This design comes from an exercise in tuning for small area, a short achievable clock period and few clock cycles per item on the open sky130 flow, not from production work.
RTL that was checked went through simulation tests only; none was proved equivalent to the original.
Power is estimated from default activity; no workload was simulated.

Design html_markup_tokenizer_unit, start of the top module:
module html_markup_tokenizer_unit (
  input  logic        clk,
  input  logic        rst,
  input  logic        byte_valid,
  output logic        byte_stall,
  input  logic [8:0]  byte_item,    
  output logic        event_valid,
  input  logic        event_stall,
  output logic [13:0] event_item    
);
  localparam logic [4:0] S_DATA     = 5'd0;
  localparam logic [4:0] S_TAG_OPEN = 5'd1;
  localparam logic [4:0] S_TAG_NAME = 5'd2;
  localparam logic [4:0] S_END_OPEN = 5'd3;
  localparam logic [4:0] S_SELF_CL  = 5'd4;
  localparam logic [4:0] S_BA       = 5'd5;    
  localparam logic [4:0] S_ANAME    = 5'd6;
  localparam logic [4:0] S_AA       = 5'd7;    
  localparam logic [4:0] S_BAV      = 5'd8;    
  localparam logic [4:0] S_VDQ      = 5'd9;
  localparam logic [4:0] S_VSQ      = 5'd10;
  localparam logic [4:0] S_VUNQ     = 5'd11;
  localparam logic [4:0] S_AV       = 5'd12;   
  localparam logic [4:0] S_MARKUP   = 5'd13;
  localparam logic [4:0] S_COMMENT  = 5'd14;
  localparam logic [4:0] S_DOCTYPE  = 5'd15;
  localparam logic [4:0] S_R_FIN0   = 5'd16;   
  localparam logic [4:0] S_R_FIN1   = 5'd17;   
  localparam logic [4:0] S_R_ANAME  = 5'd18;   
  localparam logic [4:0] S_R_FLUSH  = 5'd19;   
  localparam logic [4:0] S_R_DASH   = 5'd20;   
  localparam logic [4:0] S_R_HELD   = 5'd21;   
  logic [4:0] st;
  logic       tp;           
  logic       anp, avp;     
  logic [2:0] mc;           
  logic       md;           
  logic [5:0] mu;           
  logic [1:0] dash;         
  logic [3:0] hc;           
  logic [7:0][2:0] hs;      
  logic       started;      
  logic       ir_v, sk_v;
  logic       cl;           
  logic [7:0] x, sk;
  logic       xl, skl;
  logic       out_free, go, consume;
  assign byte_stall = sk_v;
  assign out_free   = !event_valid || !event_stall;
  assign go         = ir_v && out_free;
  logic [7:0] xf;
  logic is_ws, is_al, is_lt, is_gt, is_sl, is_eq, is_dq, is_sq, is_bang, is_dash, is_nul;
  assign xf      = x | 8'h20;
  ...
For scale: roughly 820 cells after synthesis, ~85 flip-flops, ~29 I/O pins.
Settings: LEC_CHECK=0, CAP_MARGIN=20, CORE_MARGIN=2, CORE_UTILIZATION=40, SETUP_SLACK_MARGIN=5, SLEW_MARGIN=20; clock period 11.5 ns.
standard.sh (not shown) runs the stock make flow with config.mk's settings and CLKGATE_MAP_FILE= SYNTH_SCRIPT=/design/flow/synth_recipe.tcl, a recipe that flattens the netlist after the stock synthesis.
==> flow/flow/run.sh <==
#!/bin/bash
bash standard.sh SETUP_SLACK_MARGIN=7.5 finish > standard.log 2>&1
The starting point passed the timing, design-rule and antenna checks.
Edit:
==> flow/flow/run.sh (replaced) <==
#!/bin/bash
bash standard.sh SETUP_SLACK_MARGIN=8.0 finish > standard.log 2>&1
=>
- The new run finished clean
- synthesized cell count does not change
- worst setup slack gains 420 ps
- final area increases by 2.8%
- hold slack is about the same
- combinational power rose by about 20%
- via count barely changes
No functional check of the RTL was part of any run of this note.

---

== oak ==
Another version of the RTL of html_markup_tokenizer_unit (not shown whole).
For scale: ~850 cells after synthesis, ~75 flip-flops, roughly 29 I/O pins, ~6600 µm² of cells after synthesis.
// html_markup_tokenizer_unit
module html_markup_tokenizer_unit (
  input  logic        clk,
  input  logic        rst,
  input  logic        byte_valid,
  output logic        byte_stall,
  input  logic [8:0]  byte_item,    
  output logic        event_valid,
  input  logic        event_stall,
  output logic [13:0] event_item    
);
clock: 11.5 ns
lec_check: 0
abc_clock_period_in_ps: 3000
cap_margin: 20
core_margin: 2
core_utilization: 40
slew_margin: 20
run.sh (not shown) runs the stock make flow with config.mk's settings and CLKGATE_MAP_FILE= SYNTH_SCRIPT=/design/flow/synth_recipe.tcl, a recipe that flattens the netlist after the stock synthesis.
Stock flow here: none of the scripts above is used.
### oak -> pine
- clearing ABC_CLOCK_PERIOD_IN_PS, which used to be 3000
Results
Power density relative to cell area across pine and oak: no real change.
The static power due to leakage of pine and that of oak are within noise of each other.
Any difference in routed wire length between pine and oak is small enough to ignore.
For quantity of I/O buffers inserted on ports, pine and oak come out practically identical.
From pine to oak, synthesized area did not move at all.
Post-layout instance count excluding filler cells: oak vs pine identical
Re gate count after technology mapping: no difference whatsoever between oak and pine.
Design area: oak vs pine identical
Function was not checked in any run of this note: the RTL went through the layout flow alone.

---

== run 1 ==
Another version of the RTL of html_markup_tokenizer_unit (not shown whole).
For scale: roughly 690 cells after synthesis, roughly 84 flip-flops, roughly 29 I/O pins, about 5600 um2 of cells after synthesis.
Settings: LEC_CHECK=0, CAP_MARGIN=20, CORE_MARGIN=2, CORE_UTILIZATION=40, SETUP_SLACK_MARGIN=5, SLEW_MARGIN=20; clock period 11.5 ns.
standard.sh (not shown) runs the stock make flow with config.mk's settings and CLKGATE_MAP_FILE= SYNTH_SCRIPT=/design/flow/synth_recipe.tcl, a recipe that flattens the netlist after the stock synthesis.
==> flow/flow/run.sh <==
#!/bin/bash
set -euo pipefail
here=$PWD
sed "s|\$::env(SCRIPTS_DIR)/synth.tcl|$here/synth_custom.tcl|" synth_recipe.tcl > synth_recipe_custom.tcl
sed "s|^  log_cmd abc {\*}\$abc_args|  set abc_args [lreplace \$abc_args 1 1 $here/flow/area.abc]\n  log_cmd abc {*}\$abc_args|" \
  "$FLOW_HOME/scripts/synth.tcl" > synth_custom.tcl
grep -q "flow/area.abc" synth_custom.tcl
grep -q "synth_custom.tcl" synth_recipe_custom.tcl
bash standard.sh SYNTH_SCRIPT="$here/synth_recipe_custom.tcl" SETUP_SLACK_MARGIN=8.0 \
  "BUFFER_PORTS_ARGS=-buffer_cell sky130_fd_sc_hd__buf_2" finish > standard.log 2>&1
==> flow/flow/area.abc <==
strash
ifraig
scorr
dc2
strash
&get -n
&st
&syn4
&dch -f
&nf -R 1000
&put
Run 1: all stages complete, timing, DRC and antenna checks passed
Testbench counts of run 1, summed over its fixed seeds: cycles 35,554, events 31,895.
> inputs changed (run 1 -> run 2)
Settings: putting CTS_BUF_LIST at sky130_fd_sc_hd__clkbuf_8 where nothing was set.
--- a/flow/flow/run.sh
+++ b/flow/flow/run.sh
@@ -8,3 +8,3 @@
 grep -q "synth_custom.tcl" synth_recipe_custom.tcl
-bash standard.sh SYNTH_SCRIPT="$here/synth_recipe_custom.tcl" SETUP_SLACK_MARGIN=8.0 \
+bash standard.sh SYNTH_SCRIPT="$here/synth_recipe_custom.tcl" SETUP_SLACK_MARGIN=7.25 \
   "BUFFER_PORTS_ARGS=-buffer_cell sky130_fd_sc_hd__buf_2" finish > standard.log 2>&1
### Flow results
The headroom to the max-slew limit of run 2 and that of run 1 are within noise of each other.
Number of standard cells in the final layout excluding fillers for run 2 is lower than for run 1.
Power came out lower on run 2 than on run 1.
diff inputs: run 2 => run 3
--- a/flow/flow/run.sh
+++ b/flow/flow/run.sh
@@ -8,3 +8,3 @@
 grep -q "synth_custom.tcl" synth_recipe_custom.tcl
-bash standard.sh SYNTH_SCRIPT="$here/synth_recipe_custom.tcl" SETUP_SLACK_MARGIN=7.25 \
+bash standard.sh SYNTH_SCRIPT="$here/synth_recipe_custom.tcl" SETUP_SLACK_MARGIN=7.75 \
   "BUFFER_PORTS_ARGS=-buffer_cell sky130_fd_sc_hd__buf_2" finish > standard.log 2>&1
==> run notes <==
- Run 3: done, clean on timing, DRC and antenna
- Summary of run 3 over run 2: power +4.6%, clock share of power ~0 delta, sum of net half-perimeters after detailed placement +4.2%, arrival time reported for the critical path endpoint -180 ps, final critical path time including I/O delays and setup -340 ps.
- Number of fillers in the final layout ends up higher on run 2.
- As far as via density per instance is concerned, run 2 and run 3 perform about the same.
Input-level comparison between run 4 and run 3:
--- a/flow/flow/run.sh
+++ b/flow/flow/run.sh
@@ -8,3 +8,3 @@
 grep -q "synth_custom.tcl" synth_recipe_custom.tcl
-bash standard.sh SYNTH_SCRIPT="$here/synth_recipe_custom.tcl" SETUP_SLACK_MARGIN=7.75 \
-  "BUFFER_PORTS_ARGS=-buffer_cell sky130_fd_sc_hd__buf_2" finish > standard.log 2>&1
+bash standard.sh SYNTH_SCRIPT="$here/synth_recipe_custom.tcl" SETUP_SLACK_MARGIN=7.5 \
+  "BUFFER_PORTS_ARGS=-buffer_cell sky130_fd_sc_hd__buf_1" finish > standard.log 2>&1
Findings:
- Fraction of power consumed by combinational cells (lower): run 4
- From run 3 to run 4 the numbers moved as follows: met1 capacity usage during global routing fell by 0.29 points, number of cells on the critical path fell by 3, highest cell delay on the worst timing path rose by 500 ps, relative area change from synthesis to final layout fell by 5.4 points.
Inputs modified between run 4 and run 5:
--- a/flow/flow/run.sh
+++ b/flow/flow/run.sh
@@ -9,2 +9,2 @@
 bash standard.sh SYNTH_SCRIPT="$here/synth_recipe_custom.tcl" SETUP_SLACK_MARGIN=7.5 \
-  "BUFFER_PORTS_ARGS=-buffer_cell sky130_fd_sc_hd__buf_1" finish > standard.log 2>&1
+  "BUFFER_PORTS_ARGS=-buffer_cell sky130_fd_sc_hd__buf_2" finish > standard.log 2>&1
## What came out
- Post-synthesis to final-layout area growth, run 4 and run 5: higher on run 4
- Run 5 reports a lower final clock period utilization by the worst path than run 4 does.
- In run 5, the switching power came out 4.5% below the value in run 4.
- Both conditions hold for run 5: the flow ran to the end and the final layout passed the timing, design-rule and antenna checks.
- Taking run 4 as the reference, in run 5 worst path arrival time went down by 350 ps, share of power burned in combinational logic went up by 0.8 points, average wire per standard cell went down by 3.0%.
- Run 5 vs. run 4: overall power consumption went down by 4.0%.
- Diff run 4 -> run 5: total wire length decreased by 650 um relative to the old numbers, design area closely matched the old numbers.

---

Setup of v54:
html_markup_tokenizer_unit again, from the RTL that the note above started with.
Settings: LEC_CHECK=0, CAP_MARGIN=20, CORE_MARGIN=2, CORE_UTILIZATION=40, CTS_BUF_LIST=sky130_fd_sc_hd__clkbuf_8, SETUP_SLACK_MARGIN=5, SLEW_MARGIN=20; clock period 11.5 ns.
==> flow/flow/run.sh <==
#!/bin/bash
set -euo pipefail
here=$PWD
sed "s|\$::env(SCRIPTS_DIR)/synth.tcl|$here/synth_custom.tcl|" synth_recipe.tcl > synth_recipe_custom.tcl
sed "s|^  log_cmd abc {\*}\$abc_args|  set abc_args [lreplace \$abc_args 1 1 $here/flow/area.abc]\n  log_cmd abc {*}\$abc_args|" \
  "$FLOW_HOME/scripts/synth.tcl" > synth_custom.tcl
grep -q "flow/area.abc" synth_custom.tcl
grep -q "synth_custom.tcl" synth_recipe_custom.tcl
bash standard.sh SYNTH_SCRIPT="$here/synth_recipe_custom.tcl" SETUP_SLACK_MARGIN=7.5 \
  "BUFFER_PORTS_ARGS=-buffer_cell sky130_fd_sc_hd__buf_2" finish > standard.log 2>&1
==> flow/flow/area.abc <==
strash
ifraig
scorr
dc2
strash
&get -n
&st
&syn4
&dch -f
&if -g -K 6
&synch2
&nf -R 1000
&put
Testbench counts of v54, summed over its fixed seeds: cycles 35,554, events 31,895.
Input changes introduced in v52 (baseline for comparison: v54):
- PLACE_DENSITY: unset -> 0.75
==> flow/flow/area.abc <==
strash
ifraig
scorr
dc2
strash
&get -n
&st
&syn4
&dch -f
&nf -R 1000
&put
==> run notes <==
[compare] base=v54 new=v52: synthesized cell count fell by 17; part of the total power dissipated in the clock network fell 2.3 points; count of state elements after synthesis level; clock buffer count about even. Taking v54 as the reference point, the multi-input gate share of the layout cell area of v52 falls by 0.31 points. For v54, the cell type of the slowest stage on the worst timing path was sky130_fd_sc_hd__and2_0, unlike v52, where it was sky130_fd_sc_hd__or2_0. Per the comparison of v52 with v54, final cell count lost 20, layout-stage area growth over the synthesis result now smaller, depth of the worst register-to-register path climbed 3, leakage dissipation has increased.
Modified inputs, v55 compared to v52
- clearing PLACE_DENSITY, which used to be 0.75
Results
In the flow results for v55 and v52, the setup slack after layout is larger on v55.
Max shortest period the worst path allows across v55 and v52: v52
Non-clock buffer count: v55 vs v52 up 4.7%
v55 falls short of v52 in internal power summed over all cells.
Changes observed in v55 relative to v52: core occupancy in the finished layout grew by 0.19 points; count of buffer and inverter cells on the critical path has decreased; worst hold slack has remained practically unchanged; critical path depth decreased by 1 relative to the old numbers.
Input changes introduced in v37 (baseline for comparison: v55):
-- flow/flow/run.sh --
<<< v55, line 8
grep -q "synth_custom.tcl" synth_recipe_custom.tcl
bash standard.sh SYNTH_SCRIPT="$here/synth_recipe_custom.tcl" SETUP_SLACK_MARGIN=7.5 \
  "BUFFER_PORTS_ARGS=-buffer_cell sky130_fd_sc_hd__buf_2" finish > standard.log 2>&1
>>> v37, line 8
grep -q "synth_custom.tcl" synth_recipe_custom.tcl
bash standard.sh SYNTH_SCRIPT="$here/synth_recipe_custom.tcl" SETUP_SLACK_MARGIN=8.0 \
  "BUFFER_PORTS_ARGS=-buffer_cell sky130_fd_sc_hd__buf_2" finish > standard.log 2>&1
[summary]
- From v55 to v37 the numbers moved as follows: power share of the sequential group went down by 3.9 points; clock share of power increased by 1.7 points relative to the old numbers.
- Post-CTS repair timing setup buffer count in v37 vs v55: up 16
- [compare] base=v55 new=v37: top achievable clock speed up 3.8%, routed wire length up 1800 um.

[re-timing with driven ports]
The results above use ideal ports. As a check the final layouts listed here were re-extracted and re-timed, cells and wires unchanged.
Step 1: set_driving_cell puts a clkbuf_16 on clk and a buf_2 on each other input, an assumption about the parent block.
Step 2, shift: input delay + t, output delay - t, t = (earliest + latest rising clock arrival at the registers) / 2. This alone moves slack from input paths to output paths.
Three values: ideal, step 1, step 2; two values: the first two.
run	t, ns	slack for setup (ns)	slew at the worst register clock pin (ns)	worst data-port slew with drivers (ns)
the first run of note 1	0.399	7.577 / 7.579 / 7.194	0.07 / 0.07	0.03
the second run of note 1	0.401	7.995 / 7.995 / 7.742	0.08 / 0.08	0.03
oak	0.397	4.517 / 4.541 / 4.144	0.07 / 0.07	0.03
pine	0.397	4.517 / 4.541 / 4.144	0.07 / 0.07	0.03
run 1	0.395	7.929 / 7.929 / 7.656	0.08 / 0.08	0.03
run 2	0.413	7.460 / 7.460 / 7.433	0.10 / 0.10	0.03
run 3	0.428	7.804 / 7.804 / 7.461	0.13 / 0.13	0.03
run 4	0.413	7.508 / 7.508 / 7.460	0.10 / 0.10	0.03
run 5	0.411	7.687 / 7.687 / 7.432	0.10 / 0.10	0.03
v54	0.430	7.621 / 7.635 / 7.208	0.12 / 0.12	0.03
v52	0.406	7.608 / 7.608 / 7.230	0.09 / 0.09	0.03
v55	0.411	7.687 / 7.687 / 7.432	0.10 / 0.10	0.03
v37	0.426	7.827 / 7.827 / 7.452	0.12 / 0.12	0.03
After both steps setup and hold are still met in every run listed. For v54, which loses most, drivers alone change the setup slack by +0.014 ns; drivers and shift together by -0.413 ns.
